Source: an optimization exercise on an open RTL-to-GDS flow (aim: small area, a short achievable clock period and few clock cycles per item). Production flows keep margins and buffers that such runs may drop. Function was checked by simulation only, so behaviour that the tests miss may differ from the original. No activity file was given, so power comes from the tool's default toggle rates.

==> flow/design.v <==
`default_nettype none
package ica_pkg;
    localparam int DIM          = 4;
    localparam int SAMPLE_WIDTH = 16;
    localparam int NORM_WIDTH   = 18;
    localparam logic [NORM_WIDTH-1:0] THRESHOLD = NORM_WIDTH'(32);
    localparam logic [2:0] IDLE   = 3'd0;
    localparam logic [2:0] LOAD   = 3'd1;
    localparam logic [2:0] DIFF   = 3'd2;
    localparam logic [2:0] NORM   = 3'd3;
    localparam logic [2:0] REPORT = 3'd4;
endpackage
`default_nettype wire
`default_nettype none
package cordic_pkg;
    localparam int CORDIC_WIDTH  = 22;
    localparam int CORDIC_STAGES = 16;
    localparam int GUARD_BITS    = 2;
    localparam int GAIN_WIDTH = 16;
    localparam logic [GAIN_WIDTH-1:0] GAIN_INV = 16'd39797;
endpackage
`default_nettype wire
`timescale 1ns/1ps
`default_nettype none
module ica_conv_top (
    input  logic        clk,
    input  logic        nreset,
    input  logic        start,
    input  logic [15:0] sample_in,
    input  logic        sample_valid,
    output logic        sample_ready,
    output logic        done,
    output logic [17:0] diff_norm,
    output logic        converged
);
    localparam logic [2:0] P_IDLE = 3'd0;
    localparam logic [2:0] P_S0   = 3'd1;   
    localparam logic [2:0] P_S1   = 3'd2;   
    localparam logic [2:0] P_ROT  = 3'd3;   
    localparam logic [2:0] P_M1   = 3'd4;   
    localparam logic [2:0] P_M2   = 3'd5;   
    localparam logic [2:0] P_DONE = 3'd6;
    logic [2:0]  phase, phase_n;
    logic [3:0]  s, s_n;           
    logic [1:0]  stp, stp_n;       
    logic [2:0]  ntaken, ntaken_n;
    logic        sv, sv_n;         
    logic        ready_q, ready_n;
    logic        done_q, done_n;
    logic [15:0] smp;              
    logic [15:0] p0, p1, p2, p3;   
    logic [19:0] x;                
    logic signed [19:0] y;
    logic        take;
    logic        consume;
    assign take = ready_q && sample_valid;
    logic signed [16:0] d;
    logic        neg;
    logic [19:0] xs;
    logic signed [19:0] ys;
    logic [19:0] x_rot;
    logic signed [19:0] y_rot;
    logic signed [19:0] lo;
    logic [17:0] run_new;
    assign d   = {smp[15], smp} - {p0[15], p0};
    assign neg = y[19];
    assign xs  = x >> s;
    assign ys  = y >>> s;
    assign x_rot = neg ? x - ys : x + ys;
    assign y_rot = neg ? y + signed'(xs) : y - signed'(xs);
    logic signed [25:0] m1_sum;
    assign m1_sum = signed'({6'b0, x}) + signed'({4'b0, x, 2'b0}) - signed'({2'b0, x, 4'b0});
    assign lo = m1_sum[24:5];
    logic signed [32:0] m2_sum;
    assign m2_sum = signed'({{13{y[19]}}, y})
                  + signed'({3'b0, x, 10'b0})
                  + signed'({5'b0, x, 8'b0})
                  - signed'({8'b0, x, 5'b0})
                  - signed'({11'b0, x, 2'b0})
                  + 33'sd4096;
    assign run_new = m2_sum[30:13];
    always_ff @(posedge clk) begin
        if (take) smp <= sample_in;
    end
    always_ff @(posedge clk) begin
        if (!nreset) begin
            p0 <= '0; p1 <= '0; p2 <= '0; p3 <= '0;
        end else if (consume) begin
            p0 <= p1; p1 <= p2; p2 <= p3; p3 <= smp;
        end
    end
    always_ff @(posedge clk) begin
        case (phase)
            P_S0: if (sv) begin
                x <= '0;
                y <= {{1{d[16]}}, d, 2'b0};
            end
            P_S1: if (sv) begin
                x <= x_rot;                  
                y <= {{1{d[16]}}, d, 2'b0};
            end
            P_ROT: begin
                x <= x_rot;
                y <= y_rot;
            end
            P_M1: y <= lo;
            P_M2: if (sv || stp == 2'd3) begin
                x <= {run_new, 2'b0};
                y <= {{1{d[16]}}, d, 2'b0};
            end
            default: ;
        endcase
    end
    always_comb begin
        phase_n  = phase;
        s_n      = s;
        stp_n    = stp;
        ntaken_n = ntaken + (take ? 3'd1 : 3'd0);
        done_n   = done_q;
        consume  = 1'b0;
        case (phase)
            P_IDLE: begin
                ntaken_n = '0;
                if (start) phase_n = P_S0;
            end
            P_S0: if (sv) begin
                consume = 1'b1;
                phase_n = P_S1;
            end
            P_S1: if (sv) begin
                consume = 1'b1;
                phase_n = P_ROT;
                s_n     = '0;
                stp_n   = 2'd1;
            end
            P_ROT: begin
                s_n = s + 4'd1;
                if (s == 4'd15) phase_n = P_M1;
            end
            P_M1: phase_n = P_M2;
            P_M2: begin
                if (stp == 2'd3) begin
                    phase_n = P_DONE;
                    done_n  = 1'b1;
                end else if (sv) begin
                    consume = 1'b1;
                    phase_n = P_ROT;
                    stp_n   = stp + 2'd1;
                end
            end
            P_DONE: if (!start) begin
                phase_n = P_IDLE;
                done_n  = 1'b0;
            end
            default: phase_n = P_IDLE;
        endcase
        sv_n = (sv && !consume) || take;
        ready_n = (phase_n != P_IDLE) && (phase_n != P_DONE) && (ntaken_n != 3'd4) &&
                  (!sv_n || phase_n == P_S0 || phase_n == P_S1 ||
                   (phase_n == P_M2 && stp_n != 2'd3));
    end
    always_ff @(posedge clk) begin
        if (!nreset) begin
            phase   <= P_IDLE;
            s       <= '0;
            stp     <= '0;
            ntaken  <= '0;
            sv      <= 1'b0;
            ready_q <= 1'b0;
            done_q  <= 1'b0;
        end else begin
            phase   <= phase_n;
            s       <= s_n;
            stp     <= stp_n;
            ntaken  <= ntaken_n;
            sv      <= sv_n;
            ready_q <= ready_n;
            done_q  <= done_n;
        end
    end
    assign sample_ready = ready_q;
    assign done         = done_q;
    assign diff_norm    = x[19:2];
    assign converged    = (x[19:2] <= 18'd32);
endmodule
`default_nettype wire
export LEC_CHECK = 0
export CAP_MARGIN = 20
export CORE_MARGIN = 2
export CORE_UTILIZATION = 60
export PLACE_DENSITY = 0.7
export SETUP_SLACK_MARGIN = 5
export SLEW_MARGIN = 20
create_clock -name core_clock -period 9.0 [get_ports {clk}]
run.sh (not shown) runs the stock make flow with config.mk's settings and CLKGATE_MAP_FILE= SYNTH_SCRIPT=/design/flow/synth_recipe.tcl, a recipe that flattens the netlist after the stock synthesis.
The first run completed with no timing, DRC or antenna violations.
Testbench counts at the start, summed over its fixed seeds: cycles 31,216, runs 512.
Change:
Settings changed: CORE_UTILIZATION 60 to 40, PLACE_DENSITY 0.7 to 0.6, SETUP_SLACK_MARGIN 5 to default.
=> The changed run went through all stages and came out clean. Cell count climbs slightly. Final area fell by roughly a tenth. Clock skew drops by 0.0061 ns. Clock power is lower by a few percent. Combinational power decreases by a quarter to a third. Sequential share of layout area went up by 2.4 points. Clock-buffer cell count came out higher by 1. First-iteration DRC count went down by a quarter to a third. Via count shrinks by roughly a tenth. Worst setup slack degrades by 1.1 ns.

---

JK:
Another version of the RTL of ica_conv_top (not shown whole).
For scale: about 1100 cells after synthesis, ~130 flip-flops, about 41 I/O pins, ~0.010 mm² of cells after synthesis.
// ica_conv_top
module ica_conv_top (
    input  logic        clk,
    input  logic        nreset,
    input  logic        start,
    input  logic [15:0] sample_in,
    input  logic        sample_valid,
    output logic        sample_ready,
    output logic        done,
    output logic [17:0] diff_norm,
    output logic        converged
);
==> flow/config.mk <==
export PLATFORM = sky130hd
export DESIGN_NAME = ica_conv_top
export DESIGN_NICKNAME = ica_conv_top
export VERILOG_FILES = /design/flow/design.v
export SDC_FILE = /design/flow/constraint.sdc
export NUM_CORES = 4
export LEC_CHECK = 0
export CAP_MARGIN = 20
export CORE_MARGIN = 2
export CORE_UTILIZATION = 60
export CTS_BUF_LIST = sky130_fd_sc_hd__clkbuf_8 sky130_fd_sc_hd__clkbuf_4
export CTS_CLUSTER_DIAMETER = 150
export CTS_CLUSTER_SIZE = 40
export PLACE_DENSITY = 0.7
export SETUP_SLACK_MARGIN = 4.8
export SLEW_MARGIN = 20
==> flow/constraint.sdc <==
create_clock -name core_clock -period 9.0 [get_ports {clk}]
set_input_delay 1.8000 -clock core_clock [delete_from_list [all_inputs] [get_ports {clk}]]
set_output_delay 1.8000 -clock core_clock [all_outputs]
set_load 0.01 [all_outputs]
Testbench counts of JK, summed over its fixed seeds: cycles 35,832, runs 512.
### JK -> MS
- CORE_UTILIZATION now 65, was 60
- SETUP_SLACK_MARGIN now 4.9, was 4.8
- PLACE_DENSITY now 0.75, was 0.7
- ABC_AREA now 1, previously not set
- MS finished every step from synthesis to the final layout, and the layout passed the timing, design-rule and antenna checks.
- MS ended up with a higher highest clock rate than JK did.
- Comparing shortest clock period the worst path allows after layout for JK and MS, the bigger number came from JK.
- The met2 usage in global routing reported for MS is greater than that of JK by 8.8 points.
- The sequential share of layout area number comes out higher for MS vs JK.
Relative to MS, the following input files were edited for AL:
- CORE_UTILIZATION: 65 -> 60
- PLACE_DENSITY: 0.75 -> 0.7
- SETUP_SLACK_MARGIN: 4.9 -> 4.6
Findings:
reg2out as the type of the worst setup path was reported by MS, and in2out by AL. Diff MS -> AL | layout filler cell count | up by more than 10%. AL vs MS — synthesis-to-layout area growth dropped 3.6 points. Compared with MS, AL improves maximum VDD drop.
diff inputs: AL => TR
- ABC_AREA: 1 -> unset
- SETUP_SLACK_MARGIN: 4.6 -> 4.3
TR -> AL: clock insertion delay at the later pin of the skew report flat. Compared with AL, TR shows a higher post-synthesis sequential area ratio. TR vs. AL: synthesized instance count went down by 287. Fraction of the mapped netlist area in simple logic gates delta for TR relative to AL: 12 points lower.

---

Setup of run 1:
Starting RTL as in the previous note.
// ica_conv_top
module ica_conv_top (
    input  logic        clk,
    input  logic        nreset,
    input  logic        start,
    input  logic [15:0] sample_in,
    input  logic        sample_valid,
    output logic        sample_ready,
    output logic        done,
    output logic [17:0] diff_norm,
    output logic        converged
);
Settings: LEC_CHECK=0, CAP_MARGIN=20, CORE_MARGIN=2, CORE_UTILIZATION=60, CTS_BUF_LIST=sky130_fd_sc_hd__clkbuf_8 sky130_fd_sc_hd__clkbuf_4, CTS_CLUSTER_DIAMETER=150, CTS_CLUSTER_SIZE=40, PLACE_DENSITY=0.7, SETUP_SLACK_MARGIN=4.0, SLEW_MARGIN=20; clock period 9.0 ns.
Run 1 ended with every stage complete and zero timing, DRC or antenna violations.
Testbench counts of run 1, summed over its fixed seeds: cycles 35,832, runs 512.
Changes in run 2 relative to run 1:
--- a/flow/config.mk
+++ b/flow/config.mk
@@ -7,0 +8 @@
+export ABC_AREA = 1
@@ -15 +16 @@
-export SETUP_SLACK_MARGIN = 4.0
+export SETUP_SLACK_MARGIN = 4.4
The routed wire length in run 2 sits about 12% above the value recorded for run 1. Run 2 vs. run 1: final area went up by 250 um^2; non-clock buffer count now smaller; minimum hold slack went down by 0.0055 ns.
Modified inputs, run 3 compared to run 2
--- a/flow/config.mk
+++ b/flow/config.mk
@@ -11 +11 @@
-export CORE_UTILIZATION = 60
+export CORE_UTILIZATION = 65
@@ -15,2 +15,2 @@
-export PLACE_DENSITY = 0.7
-export SETUP_SLACK_MARGIN = 4.4
+export PLACE_DENSITY = 0.75
+export SETUP_SLACK_MARGIN = 4.8
## What came out
Looking at areal power density over the cells, run 3 sits about 0.75% lower than run 2 does. Per the comparison of run 3 with run 2, clock network contribution to total cell area flat; final clock period utilization by the worst path down 3.2 points; average detailed-routed wire length per instance up 1.3%.
--- input diff run 3..run 4 ---
--- a/flow/config.mk
+++ b/flow/config.mk
@@ -8 +7,0 @@
-export ABC_AREA = 1
@@ -11 +10 @@
-export CORE_UTILIZATION = 65
+export CORE_UTILIZATION = 60
@@ -15,2 +14,2 @@
-export PLACE_DENSITY = 0.75
-export SETUP_SLACK_MARGIN = 4.8
+export PLACE_DENSITY = 0.7
+export SETUP_SLACK_MARGIN = 4.6
--- outcome ---
- Per the comparison of run 4 with run 3, synthesized netlist net count now smaller, cell area comparable, final weighted congestion in routability-driven placement now smaller.
- When run 4 is measured against run 3, its total routed wirelength turns out 9.4% lower.
- Diff run 3 -> run 4 | chip width | up by a few percent
- | met3 routing resource usage after global routing | lower: run 4 |
- Number of inverters outside the clock class in the layout ends up higher on run 3.
- Taking run 3 as the reference, in run 4 power after layout now smaller, count of buffers added by post-CTS timing repair for setup now larger, maximum clock frequency now smaller, non-clock buffer instance count of the final layout now larger.
- Run 4 vs run 3, main combinational cell family by area after synthesis: compound AO/OA/AOI/OAI gates vs simple AND/OR/NAND/NOR gates

==> separate check: timing with driven ports <==
In the flow no input, the clock included, has a driving cell. The finished layouts below were timed again as built, in two steps. Step 1 assumes that a clkbuf_16 drives the clock port and a buf_2 every other input. Step 2, shift: input delay + t, output delay - t, t = (earliest + latest rising clock arrival at the registers) / 2. This alone moves slack from input paths to output paths. a / b / c = ideal ports / drivers / drivers and shift; a / b = the first two.
| run | t (ns) | setup WS [ns] | worst setup path at the end | worst register clock-pin slew, ns | worst data-port slew with drivers (ns) |
|---|---|---|---|---|---|
| the first run of note 1 | 0.489 | 4.336 / 4.336 / 4.336 | register to register | 0.08 / 0.08 | 0.04 |
| the second run of note 1 | 0.495 | 3.195 / 3.195 / 3.195 | register to register | 0.07 / 0.07 | 0.05 |
| JK | 0.505 | 4.842 / 4.842 / 4.452 | input to register | 0.09 / 0.09 | 0.04 |
| MS | 0.511 | 4.928 / 4.885 / 4.601 | input to register | 0.10 / 0.10 | 0.05 |
| AL | 0.506 | 4.669 / 4.645 / 4.389 | input to register | 0.09 / 0.09 | 0.03 |
| TR | 0.504 | 4.461 / 4.461 / 4.031 | input to register | 0.09 / 0.09 | 0.05 |
| run 1 | 0.503 | 4.222 / 4.200 / 3.881 | input to register | 0.09 / 0.09 | 0.04 |
| run 2 | 0.502 | 4.548 / 4.525 / 4.178 | input to register | 0.09 / 0.09 | 0.04 |
| run 3 | 0.500 | 4.836 / 4.794 / 4.401 | input to register | 0.09 / 0.09 | 0.04 |
| run 4 | 0.489 | 4.654 / 4.616 / 4.325 | input to register | 0.10 / 0.10 | 0.04 |
After both steps setup and hold are still met in every run listed. For run 3, which loses most, drivers alone change the setup slack by -0.042 ns; drivers and shift together by -0.435 ns.
